This is an optimization exercise on Yosys and OpenROAD, whose aim is small area and a short achievable clock period, not a production implementation. Only simulation tests tie the RTL to the original design; equivalence was not proved. No activity file was given, so power comes from the tool's default toggle rates.

== v1 ==
==> flow/design.v <==
module dm_addr_gen #(
    parameter int DMA_SIZE = 16,
    parameter int DMD_SIZE = 16,
    parameter int NREG     = 8
) (
    input  logic                clk,
    input  logic                reset,
    input  logic                ps_dg_en,
    input  logic                ps_dg_pre,
    input  logic [2:0]          ps_dg_ireg,
    input  logic [2:0]          ps_dg_mreg,
    input  logic                ps_dg_imm_en,
    input  logic [DMA_SIZE-1:0] ps_dg_imm,
    input  logic                ps_dg_wrt_en,
    input  logic [4:0]          ps_dg_wrt_add,
    input  logic                ps_dg_rd_en,
    input  logic [4:0]          ps_dg_rd_add,
    input  logic [DMD_SIZE-1:0] bc_dt,
    output logic [DMA_SIZE-1:0] dg_dm_add,
    output logic [DMD_SIZE-1:0] dg_bc_dt
);
    logic [NREG-1:0][15:0] i_d, m_d, l_d, b_d;    
    logic [NREG-1:0]       i_v, m_v, l_v, b_v;    
    logic [15:0] rd_val;
    logic [15:0] dm_add_q;
    logic [15:0] bc_dt_q;
    logic [15:0] i_cur, l_cur, b_cur, u;
    logic        s;
    logic [16:0] a_sum;       
    logic [15:0] r_l;         
    logic        do_wrap;
    logic [15:0] wrap;
    logic [NREG-1:0] si, sm;
    logic [4*NREG-1:0] sr;
    logic [4*NREG-1:0] v_all;
    logic [4*NREG-1:0][15:0] d_all;
    always_comb begin
        v_all = {b_v, l_v, m_v, i_v};
        d_all = {b_d, l_d, m_d, i_d};
        for (int k = 0; k < NREG; k++) begin
            si[k] = ps_dg_ireg == k[2:0];
            sm[k] = !ps_dg_imm_en && m_v[k] && ps_dg_mreg == k[2:0];
        end
        for (int j = 0; j < 4*NREG; j++)
            sr[j] = v_all[j] && ps_dg_rd_add == j[4:0];
        i_cur = '0;
        l_cur = '0;
        b_cur = '0;
        u     = ps_dg_imm_en ? ps_dg_imm : 16'd0;
        for (int k = 0; k < NREG; k++) begin
            i_cur |= (si[k] && i_v[k]) ? i_d[k] : 16'd0;
            l_cur |= (si[k] && l_v[k]) ? l_d[k] : 16'd0;
            b_cur |= (si[k] && b_v[k]) ? b_d[k] : 16'd0;
            u     |= sm[k] ? m_d[k] : 16'd0;
        end
        rd_val = '0;
        for (int j = 0; j < 4*NREG; j++)
            rd_val |= sr[j] ? d_all[j] : 16'd0;
    end
    logic [17:0] cs1_s, cs1_c, cs2_s, cs2_c, cs3_s, cs3_c;
    logic [17:0] t_n, t_p;
    logic        lt_base, ge_end;
    always_comb begin
        s     = u[15];
        a_sum = {1'b0, i_cur} + {1'b0, u};
        cs1_s = {2'b00, i_cur} ^ {2'b00, u} ^ {2'b00, ~b_cur};
        cs1_c = {(({1'b0, i_cur} & {1'b0, u}) | ({1'b0, i_cur} & {1'b0, ~b_cur})
                | ({1'b0, u} & {1'b0, ~b_cur})), 1'b1};
        cs2_s = cs1_s ^ cs1_c ^ {2'b00, ~l_cur};
        cs2_c = {((cs1_s[16:0] & cs1_c[16:0]) | (cs1_s[16:0] & {1'b0, ~l_cur})
                | (cs1_c[16:0] & {1'b0, ~l_cur})), 1'b1};
        t_n   = cs1_s + cs1_c;
        t_p   = cs2_s + cs2_c;
        lt_base = !t_n[17];
        ge_end  = t_p[17];
        cs3_s = {2'b00, i_cur ^ u ^ (s ? l_cur : ~l_cur)};
        cs3_c = {1'b0, ((i_cur & u) | (i_cur & (s ? l_cur : ~l_cur))
                | (u & (s ? l_cur : ~l_cur))), ~s};
        r_l   = 16'(cs3_s + cs3_c);
        do_wrap = (l_cur != 16'd0) && (s ? (a_sum[16] && lt_base) : ge_end);
        wrap    = do_wrap ? r_l : a_sum[15:0];
    end
    logic       wr_i, wr_m, wr_l, wr_b;
    logic       upd;
    always_comb begin
        wr_i = ps_dg_wrt_en && ps_dg_wrt_add[4:3] == 2'd0;
        wr_m = ps_dg_wrt_en && ps_dg_wrt_add[4:3] == 2'd1;
        wr_l = ps_dg_wrt_en && ps_dg_wrt_add[4:3] == 2'd2;
        wr_b = ps_dg_wrt_en && ps_dg_wrt_add[4:3] == 2'd3;
        upd  = ps_dg_en && !ps_dg_pre;
    end
    logic [NREG-1:0] sel_wi, sel_ui, sel_hi, sel_wm, sel_wl, sel_wb;
    always_comb begin
        for (int k = 0; k < NREG; k++) begin
            sel_wi[k] = (wr_i || wr_b) && ps_dg_wrt_add[2:0] == k[2:0];
            sel_ui[k] = !sel_wi[k] && upd && ps_dg_ireg == k[2:0];
            sel_hi[k] = !sel_wi[k] && !sel_ui[k];
            sel_wm[k] = wr_m && ps_dg_wrt_add[2:0] == k[2:0];
            sel_wl[k] = wr_l && ps_dg_wrt_add[2:0] == k[2:0];
            sel_wb[k] = wr_b && ps_dg_wrt_add[2:0] == k[2:0];
        end
    end
    always_ff @(posedge clk) begin
        for (int k = 0; k < NREG; k++) begin
            i_d[k] <= (sel_wi[k] ? bc_dt : 16'd0) | (sel_ui[k] ? wrap : 16'd0)
                    | (sel_hi[k] ? i_d[k] : 16'd0);
            if (sel_wm[k]) m_d[k] <= bc_dt;
            if (sel_wl[k]) l_d[k] <= bc_dt;
            if (sel_wb[k]) b_d[k] <= bc_dt;
        end
    end
    always_ff @(posedge clk or posedge reset) begin
        if (reset) begin
            i_v      <= '0;
            m_v      <= '0;
            l_v      <= '0;
            b_v      <= '0;
            dm_add_q <= '0;
            bc_dt_q  <= '0;
        end else begin
            for (int k = 0; k < NREG; k++) begin
                if (((wr_i || wr_b) && ps_dg_wrt_add[2:0] == k[2:0]) ||
                    (upd && ps_dg_ireg == k[2:0]))
                    i_v[k] <= 1'b1;
                if (wr_m && ps_dg_wrt_add[2:0] == k[2:0]) m_v[k] <= 1'b1;
                if (wr_l && ps_dg_wrt_add[2:0] == k[2:0]) l_v[k] <= 1'b1;
                if (wr_b && ps_dg_wrt_add[2:0] == k[2:0]) b_v[k] <= 1'b1;
            end
            if (ps_dg_en) dm_add_q <= ps_dg_pre ? a_sum[15:0] : i_cur;
            if (ps_dg_rd_en) bc_dt_q <= rd_val;
        end
    end
    assign dg_dm_add = dm_add_q;
    assign dg_bc_dt  = bc_dt_q;
endmodule
Settings: LEC_CHECK=0, ABC_AREA=1, CAP_MARGIN=20, CORE_MARGIN=2, CORE_UTILIZATION=55, SETUP_SLACK_MARGIN=2.6, SLEW_MARGIN=20, TNS_END_PERCENT=5; clock period 7.0 ns.
standard.sh (not shown) runs the stock make flow with config.mk's settings and CLKGATE_MAP_FILE= SYNTH_SCRIPT=/design/flow/synth_recipe.tcl, a recipe that flattens the netlist after the stock synthesis.
==> flow/flow/run.sh <==
#!/bin/bash
set -euo pipefail
cd "$(dirname "$0")/.."
export ADDER_MAP_FILE=
bash standard.sh > standard_flow.log 2>&1
v1 has completed all stages; timing, DRC and antenna checks passed.
### v1 -> v40
Settings: CORE_UTILIZATION: 55 -> 40; SETUP_SLACK_MARGIN: 2.6 -> 2.3.
==> results.txt <==
- Side by side, share of power burned in registers turned out higher in v40 than in v1.
- Final worst hold slack delta (v40 -> v1): insignificant
- v40 vs v1: post-layout worst setup margin down
- v40 ran to completion and came out clean on the timing, design-rule and antenna checks.
- ps_dg_rd_add[0] as the timing startpoint of the critical path was reported by v1, and ps_dg_rd_add[4] by v40.
- [diff] power, v40 relative to v1: improvement
- Delta (v40 minus v1): fraction of the cycle the final worst path needs +3.4 points; utilization after layout shows a reduction of 21 points.
- The starting density of the core of v40 falls short of that of v1 by 15 points.
Input changes introduced in v7 (baseline for comparison: v40):
Settings: CORE_UTILIZATION: 40 -> 55.
Results
| core area | higher: v40 |
On half-perimeter wire length of the detailed placement result, v7 does better than v40.
Worst hold margin delta (v40 -> v7): insignificant
Re switching power of the nets: v40 was higher than v7.

==> static timing again, ports no longer ideal <==
The results above use ideal ports. As a check the final layouts listed here were re-extracted and re-timed, cells and wires unchanged.
Step 1 sets driving cells, clkbuf_16 on the clock port and buf_2 on the other inputs (assumed; they add their load-dependent delay and slew).
Step 2 adds t to the input delays and takes it off the output delays; t is the mean of the earliest and latest rising clock arrival at the registers after step 1. Input paths then give back, and output paths get back, about the clock's delay inside the block.
Slacks: no drivers / after step 1 / after step 2; pairs: no drivers / after step 1.
run	t, ns	slack for setup (ns)	cell pins on the clock port's net
v1	0.693	2.318 / 2.357 / 1.664	1
v40	0.699	2.083 / 2.127 / 1.428	1
v7	0.692	2.122 / 2.159 / 1.467	1
After both steps setup and hold are still met in every run listed.
